Background: an optimization exercise with open tools, aiming at a short achievable clock period and few clock cycles per item. Do not read the settings as production practice. In this exercise RTL edits were held to simulation tests only and were not proved equivalent to the original. Power is estimated from default activity; no workload was simulated.

--- design/flow/config.mk ---
export PLATFORM = sky130hd
export DESIGN_NAME = mc_datapath
export DESIGN_NICKNAME = mc_datapath
export VERILOG_FILES = /design/flow/design.v
export SDC_FILE = /design/flow/constraint.sdc
export NUM_CORES = 4
export LEC_CHECK = 0
export CAP_MARGIN = 20
export CORE_MARGIN = 2
export CORE_UTILIZATION = 40
export SLEW_MARGIN = 20
--- design/flow/constraint.sdc ---
create_clock -name core_clock -period 5.5 [get_ports {clk}]
set_input_delay 1.1000 -clock core_clock [delete_from_list [all_inputs] [get_ports {clk}]]
set_output_delay 1.1000 -clock core_clock [all_outputs]
set_load 0.01 [all_outputs]
--- design/flow/design.v ---
package mc_pkg;
    localparam int OPC_W = 3;
    typedef enum logic [OPC_W-1:0] {
        OP_NOP  = 3'd0,
        OP_LI   = 3'd1,
        OP_ADD  = 3'd2,
        OP_SUB  = 3'd3,
        OP_LW   = 3'd4,
        OP_SW   = 3'd5,
        OP_BEQZ = 3'd6,
        OP_HALT = 3'd7
    } opcode_e;
    typedef enum logic [2:0] {
        ST_FETCH  = 3'd0,
        ST_DECODE = 3'd1,
        ST_EXEC   = 3'd2,
        ST_MEM    = 3'd3,
        ST_WB     = 3'd4,
        ST_HALT   = 3'd5
    } state_e;
endpackage
module mc_regfile #(
    parameter int DW   = 32,
    parameter int NREG = 8,
    parameter int RAW  = $clog2(NREG)
) (
    input  logic           clk,
    input  logic           rst_n,
    input  logic           we,
    input  logic [RAW-1:0] waddr,
    input  logic [DW-1:0]  wdata,
    input  logic [RAW-1:0] ra_addr,
    output logic [DW-1:0]  ra_data,
    input  logic [RAW-1:0] rb_addr,
    output logic [DW-1:0]  rb_data,
    input  logic [RAW-1:0] rp_addr,
    output logic [DW-1:0]  rp_data
);
    logic [DW-1:0] regs_q [NREG];
    always_ff @(posedge clk or negedge rst_n) begin
        if (!rst_n) begin
            for (int i = 0; i < NREG; i++) regs_q[i] <= '0;
        end else begin
            for (int i = 0; i < NREG; i++)
                if (we && waddr == RAW'(i)) regs_q[i] <= wdata;
        end
    end
    assign ra_data = regs_q[ra_addr];
    assign rb_data = regs_q[rb_addr];
    assign rp_data = regs_q[rp_addr];
endmodule
import mc_pkg::*;
module mc_datapath #(
    parameter int DW     = 32,
    parameter int NREG   = 8,
    parameter int MDEPTH = 16,
    parameter int PCW    = 8,
    parameter int IMMW   = 8,
    parameter int RAW    = $clog2(NREG),
    parameter int MAW    = $clog2(MDEPTH),
    parameter int IW     = OPC_W + 2 * RAW + IMMW
) (
    input  logic           clk,
    input  logic           rst,
    input  logic           run,
    output logic [PCW-1:0] instr_addr,
    input  logic [IW-1:0]  instr,
    output logic [PCW-1:0] pc,
    output logic           halted,
    output logic           reg_we,
    output logic           mem_we,
    input  logic [RAW-1:0] probe_reg_addr,
    output logic [DW-1:0]  probe_register_file,
    input  logic [MAW-1:0] probe_mem_addr,
    output logic [DW-1:0]  probe_data_memory
);
    localparam int RS_LSB  = IMMW;
    localparam int RD_LSB  = IMMW + RAW;
    localparam int OPC_LSB = IMMW + 2 * RAW;
    logic [2:0]     state_q, state_d;
    logic [PCW-1:0] pc_q, pc_d;
    logic [IW-1:0]  ir_q, ir_d;
    logic [DW-1:0]  op_a_q, op_a_d;
    logic [DW-1:0]  op_b_q, op_b_d;
    logic [DW-1:0]  res_q, res_d;
    logic [MAW-1:0] addr_q, addr_d;
    logic           reg_we_q, reg_we_d;
    logic           mem_we_q, mem_we_d;
    logic           halted_q, halted_d;
    logic [DW-1:0]  mem_q [MDEPTH];
    logic [OPC_W-1:0] opc;
    logic [RAW-1:0] ir_rd;
    logic [RAW-1:0] in_rd, in_rs;
    logic [IMMW-1:0] imm;
    logic [DW-1:0]  simm_dw;
    logic [PCW-1:0] simm_pc;
    logic [PCW-1:0] pc_inc;
    logic [MAW-1:0] ea;
    logic [DW-1:0]  rd_val, rs_val;
    assign opc     = ir_q[OPC_LSB +: OPC_W];
    assign ir_rd   = ir_q[RD_LSB +: RAW];
    assign imm     = ir_q[IMMW-1:0];
    assign in_rd   = instr[RD_LSB +: RAW];
    assign in_rs   = instr[RS_LSB +: RAW];
    assign simm_dw = DW'($signed(imm));
    assign simm_pc = PCW'($signed(imm));
    assign pc_inc  = pc_q + PCW'(1);
    assign ea      = MAW'(op_b_q + simm_dw);
    mc_regfile #(
        .DW   (DW),
        .NREG (NREG),
        .RAW  (RAW)
    ) u_rf (
        .clk     (clk),
        .rst_n   (rst),
        .we      (reg_we_q),
        .waddr   (ir_rd),
        .wdata   (res_q),
        .ra_addr (in_rd),
        .ra_data (rd_val),
        .rb_addr (in_rs),
        .rb_data (rs_val),
        .rp_addr (probe_reg_addr),
        .rp_data (probe_register_file)
    );
    always_comb begin
        state_d  = state_q;
        pc_d     = pc_q;
        ir_d     = ir_q;
        op_a_d   = op_a_q;
        op_b_d   = op_b_q;
        res_d    = res_q;
        addr_d   = addr_q;
        reg_we_d = 1'b0;
        mem_we_d = 1'b0;
        halted_d = halted_q;
        unique case (state_q)
            ST_FETCH: begin
                if (run) state_d = ST_DECODE;
            end
            ST_DECODE: begin
                ir_d    = instr;
                op_a_d  = rd_val;
                op_b_d  = rs_val;
                state_d = ST_EXEC;
            end
            ST_EXEC: begin
                unique case (opc)
                    OP_NOP: begin
                        pc_d    = pc_inc;
                        state_d = ST_FETCH;
                    end
                    OP_BEQZ: begin
                        pc_d    = (op_a_q == '0) ? pc_q + simm_pc
                                                 : pc_inc;
                        state_d = ST_FETCH;
                    end
                    OP_LI, OP_ADD, OP_SUB: begin
                        res_d    = (opc == OP_LI)  ? simm_dw :
                                   (opc == OP_ADD) ? op_a_q + op_b_q :
                                                     op_a_q - op_b_q;
                        reg_we_d = 1'b1;
                        state_d  = ST_WB;
                    end
                    OP_LW, OP_SW: begin
                        addr_d   = ea;
                        mem_we_d = (opc == OP_SW);
                        state_d  = ST_MEM;
                    end
                    OP_HALT: begin
                        halted_d = 1'b1;
                        state_d  = ST_HALT;
                    end
                    default: state_d = ST_FETCH;
                endcase
            end
            ST_MEM: begin
                if (opc == OP_SW) begin
                    pc_d    = pc_inc;
                    state_d = ST_FETCH;
                end else begin
                    res_d    = mem_q[addr_q];
                    reg_we_d = 1'b1;
                    state_d  = ST_WB;
                end
            end
            ST_WB: begin
                pc_d    = pc_inc;
                state_d = ST_FETCH;
            end
            ST_HALT: state_d = ST_HALT;
            default: state_d = ST_FETCH;
        endcase
    end
    always_ff @(posedge clk or negedge rst) begin
        if (!rst) begin
            state_q  <= ST_FETCH;
            pc_q     <= '0;
            ir_q     <= '0;
            op_a_q   <= '0;
            op_b_q   <= '0;
            res_q    <= '0;
            addr_q   <= '0;
            reg_we_q <= 1'b0;
            mem_we_q <= 1'b0;
            halted_q <= 1'b0;
        end else begin
            state_q  <= state_d;
            pc_q     <= pc_d;
            ir_q     <= ir_d;
            op_a_q   <= op_a_d;
            op_b_q   <= op_b_d;
            res_q    <= res_d;
            addr_q   <= addr_d;
            reg_we_q <= reg_we_d;
            mem_we_q <= mem_we_d;
            halted_q <= halted_d;
        end
    end
    always_ff @(posedge clk or negedge rst) begin
        if (!rst) begin
            for (int i = 0; i < MDEPTH; i++) mem_q[i] <= '0;
        end else begin
            for (int i = 0; i < MDEPTH; i++)
                if (mem_we_q && addr_q == MAW'(i)) mem_q[i] <= op_a_q;
        end
    end
    assign instr_addr        = pc_q;
    assign pc                = pc_q;
    assign halted            = halted_q;
    assign reg_we            = reg_we_q;
    assign mem_we            = mem_we_q;
    assign probe_data_memory = mem_q[probe_mem_addr];
endmodule
--- design/flow/run.sh ---
#!/bin/bash
# synth_recipe.tcl (not shown) runs the flow's synth.tcl, then flattens the netlist and writes it again
# the make line also repeats each setting of config.mk as NAME=value (left out here)
make -C /OpenROAD-flow-scripts/flow DESIGN_CONFIG=/design/flow/config.mk WORK_HOME=/design/flow/orfs CLKGATE_MAP_FILE= SYNTH_SCRIPT=/design/flow/synth_recipe.tcl finish
==> notes.md <==
worst min path at each step:
stage / end / slack (ns) / cells past startpoint
floorplan: op_b_q[30]$_DFFE_PN0P_ / 0.45 / 2
global placement: halted_q$_DFFE_PN0P_ / 0.45 / 1
detailed placement: halted_q$_DFFE_PN0P_ / 0.47 / 1
CTS: mem_q[5][8]$_DFFE_PN0P_ / 0.44 / 1
global route: mem_q[4][3]$_DFFE_PN0P_ / 0.48 / 1
finish: mem_q[6][3]$_DFFE_PN0P_ / 0.45 / 1
power by group through the flow:
stage	sequential [mW]	clock, mW	combinational, mW
after global placement	10.8	0	11.6
final	10.9	6.86	12.1
after global routing	11.1	7.22	12.9
after detailed placement	10.9	0	11.7
after CTS	10.8	6.93	11.7
after floorplan	9.37	0	8.22
placed cells by master, fill, tap and decap left out, types with 20 or more instances in the layout:
cell	netlist	routed
o221ai_1	20	20
a22oi_1	205	205
a31oi_1	39	39
buf_4	11	190
a222oi_1	25	25
xnor2_1	22	22
nor2_1	291	269
nand2_1	347	342
clkbuf_16	0	100
dfrtp_1	896	892
o22ai_1	64	64
mux2_2	810	810
o21ai_0	338	338
nor2b_1	31	26
a22o_1	89	89
mux2i_1	113	113
buf_12	0	24
a32oi_1	22	22
a221oi_1	82	82
nand2b_1	28	28
mux4_2	62	62
xor2_1	34	34
inv_1	75	75
nand3_1	75	71
nor3_1	43	37
a21oi_1	235	235
a211oi_1	25	25
clkdlybuf4s50_1	0	97
ha_1	48	48
per-stage QoR:
step | power (mW) | setup WS, ns
4_1_cts | 29.4 | 0.341
3_3_place_gp | 22.4 | 0.340
5_1_grt | 31.2 | 0.146
3_5_place_dp | 22.5 | 0.359
6_report | 29.9 | 0.203
2_1_floorplan | 17.6 | 1.58
kinds of logic (layout without fill, tap and decap cells):
| group | count (synthesis) | count (layout) | share of synthesized area, % |
|---|---|---|---|
| compound gates | 1325 | 1325 | 17.8 |
| other cells | 0 | 6 | 0 |
| xor+xnor | 57 | 57 | 1.01 |
| fa+ha+maj | 51 | 51 | 1.31 |
| simple gates | 935 | 935 | 8.39 |
| mux | 985 | 985 | 23.1 |
| flops | 896 | 896 | 44.5 |
| buf+inv | 481 | 570 | 3.88 |
final cells by class:
type,count,share of cell area [%]
Clock buffer,138,4.95
Timing Repair Buffer,317,5.10
Multi-Input combinational cell,3353,45.9
Sequential cell,896,39.2
Clock inverter,37,0.752
Tap cell,1650,3.61
Antenna cell,6,0.0262
Inverter,78,0.511
per-layer routing:
| metal | wire length (µm) | share of wire, % | up-vias | global-route usage [%] |
|---|---|---|---|---|
| li1 | - | - | 17778 | - |
| met1 | 82400 | 39 | 21706 | 41.9 |
| met2 | 92100 | 43 | 2855 | 48.8 |
| met3 | 23600 | 11 | 851 | 9.16 |
| met4 | 14000 | 6.6 | 12 | 17.1 |
| met5 | 72 | 0.034 | - | 0 |
state kept, by name (all words and copies together), names as in the netlist:
| name | flops |
|---|---|
| addr_q | 4 |
| halted_q | 1 |
| ir_q | 14 |
| mem_q | 512 |
| mem_we_q | 1 |
| op_a_q | 32 |
| op_b_q | 32 |
| pc_q | 8 |
| reg_we_q | 1 |
| res_q | 32 |
| state_q | 3 |
| u_rf.regs_q | 256 |
synthesized netlist by cell type (all sizes together) (23+ instances only):
library cell | instances | area (µm²)
a211oi | 26 | 208
a21oi | 236 | 1180
a221oi | 82 | 718
a222oi | 25 | 250
a22o | 89 | 780
a22oi | 205 | 1540
a31oi | 39 | 244
buf | 142 | 679
clkbuf | 261 | 985
dfrtp | 896 | 22400
ha | 48 | 601
inv | 75 | 282
mux2 | 810 | 9120
mux2i | 113 | 1130
mux4 | 62 | 1400
nand2 | 347 | 1300
nand2b | 28 | 175
nand3 | 75 | 375
nor2 | 293 | 1100
nor2b | 31 | 194
nor3 | 45 | 235
o21ai | 342 | 1720
o22ai | 64 | 400
xnor2 | 23 | 209
xor2 | 34 | 298
==> results.json <==
{
  "worstSetupEndpoint": "probe_data_memory[20]",
  "synth_ff_type": "dfrtp_1",
  "holdWs_ns": 0.445,
  "ff2ff_path_depth": 16,
  "dieArea_um2": 129000,
  "grt_first_pass_wirelength_mm": 306,
  "p_sw_mw": 13.0,
  "endpoint_kind": "primary output",
  "die_w_um": 359,
  "setup.worst_path.start_class": "input port",
  "arrival_ns": 4.20,
  "cp.depth": 11,
  "ys_seq_elements": 896,
  "synth_edf_count": 0,
  "cp_top_family": "buffers and inverters",
  "maxSlewHeadroom_pct": 18.0,
  "drc": 0,
  "final-seq-area_um2": 22400,
  "worst-setup-path-type": "in -> out",
  "cts_resized": 0,
  "core_area_um2": 125000,
  "power_density_nw_per_um2": 523,
  "yosys_warnings": 4,
  "firstDrtPassIters": 12,
  "crit_chain": "clkdlybuf4s50_1 > buf_4 > nand2b_1 > nor2_2 > buf_4 > a22o_1 > a221oi_1 > o21ai_0 > nor3_1 > nor2_1 > clkdlybuf4s50_1",
  "clk_pin_slew_worst_paths_ns": 0.06,
  "post_cts.repair.setup_buffers": 0,
  "placedCellCount": 6294,
  "rows": 130,
  "internal_power_mw": 16.9,
  "clockBufferDepth": 3,
  "fill_cells": 11654,
  "fin_cells": 6475,
  "insertion_delay_ns": 0.74,
  "synth-seq-area-share_pct": 44.5,
  "path_buf_inv": 4,
  "p_clk_share_pct": 22.9,
  "crit_path_max_fanout": 8,
  "synth_nets": 4808,
  "start_util_pct": 40.2,
  "wl_per_cell_um": 32.8,
  "final.min_clock_period_ns": 5.30,
  "finalSetupTns_ns": 0,
  "pwr-share-seq_pct": 36.5,
  "cts_root_buf": "clkbuf_16",
  "grt_pass1_vias": 41666,
  "finalMaxSlewViolations": 0,
  "setup_viol": 0,
  "port_buffers": 109,
  "critPathMaxStageDelay_ns": 0.64,
  "fin_crit_sh_pct": 96.3,
  "max_freq_mhz": 189,
  "netlist_instances": 4730,
  "grt-ovfl-total": 0,
  "r2r_end": "res_q[27]$_DFFE_PN0P_",
  "initialDrtViolationCount": 6011,
  "ctsHoldBuffers": 0,
  "htree_levels": 3,
  "fin_worst_skew_ns": 0.0402,
  "die_y_um": 359,
  "syn_avg_cell_area_um2": 10.7,
  "multi_input_area_um2": 26300,
  "synthDistinctLibCells": 92,
  "p_leak_nw": 25.4,
  "vias_per_cell": 6.67,
  "tightest_slew_ns": 1.23,
  "vdd_ir_drop_max_mv": 0.331,
  "routed_wl_mm": 212,
  "place_congestion": 1.06,
  "cts_sinks": 896,
  "postSynth.asyncResetShare_pct": 100,
  "comb_power_share_pct": 40.6,
  "hp-class": "in -> async",
  "tritoncts": "yes",
  "worst-endpoint-required_ns": 4.40,
  "r2r-start": "op_b_q[1]$_DFFE_PN0P_",
  "hold_viol": 0,
  "slowest_stage": "clkdlybuf4s50_1",
  "switching_share_pct": 43.4,
  "cts_buffers": 98,
  "placed_area_um2": 54000,
  "antenna_found_initial": 12,
  "utilization_pct": 45.7,
  "place_hpwl_mm": 143,
  "finish.instance_area_um2": 57200,
  "cap_violations": 0,
  "grt_setup_unrepaired": "no",
  "ant_nets": 0,
  "netlist_area_um2": 50400,
  "status": "complete, no violations",
  "final_nets": 4822,
  "grt_use_total_pct": 32.3,
  "drive_above_1_share_pct": 27.7,
  "dr_total_vias": 43202,
  "grt_max_degree": 112,
  "ioPinCount": 110,
  "area_growth_pct": 13.6,
  "rrSetupSlack_ns": 0.74,
  "crit_start": "probe_mem_addr[3]"
}
Testbench counts, summed over its fixed seeds: cycles 178,894, instrs 45,699.

==> separate check: timing with driven ports <==
Ports are ideal in the flow. The routed layout listed here was re-timed in OpenROAD. Step 1 (the two cells are an assumption about what drives the block):
set clk [get_ports {clk}]
set_driving_cell -lib_cell sky130_fd_sc_hd__clkbuf_16 $clk
set_driving_cell -lib_cell sky130_fd_sc_hd__buf_2 [delete_from_list [all_inputs] $clk]
Step 2 adds t to the input delays and takes it off the output delays; t is the mean of the earliest and latest rising clock arrival at the registers after step 1. Input paths then give back, and output paths get back, about the clock's delay inside the block. Slacks: ideal / step 1 / step 2; pairs: ideal / step 1.
shift t [ns]: 0.790
setup WS [ns]: 0.203 / 0.177 / 0.177
worst hold slack (ns): 0.445 / 0.429 / 0.474
worst data-port slew with drivers (ns): 0.11
cell pins on the clock port's net: 1
After both steps this run still meets setup and hold. For this run, drivers alone change the setup slack by -0.026 ns; drivers and shift together by -0.026 ns.
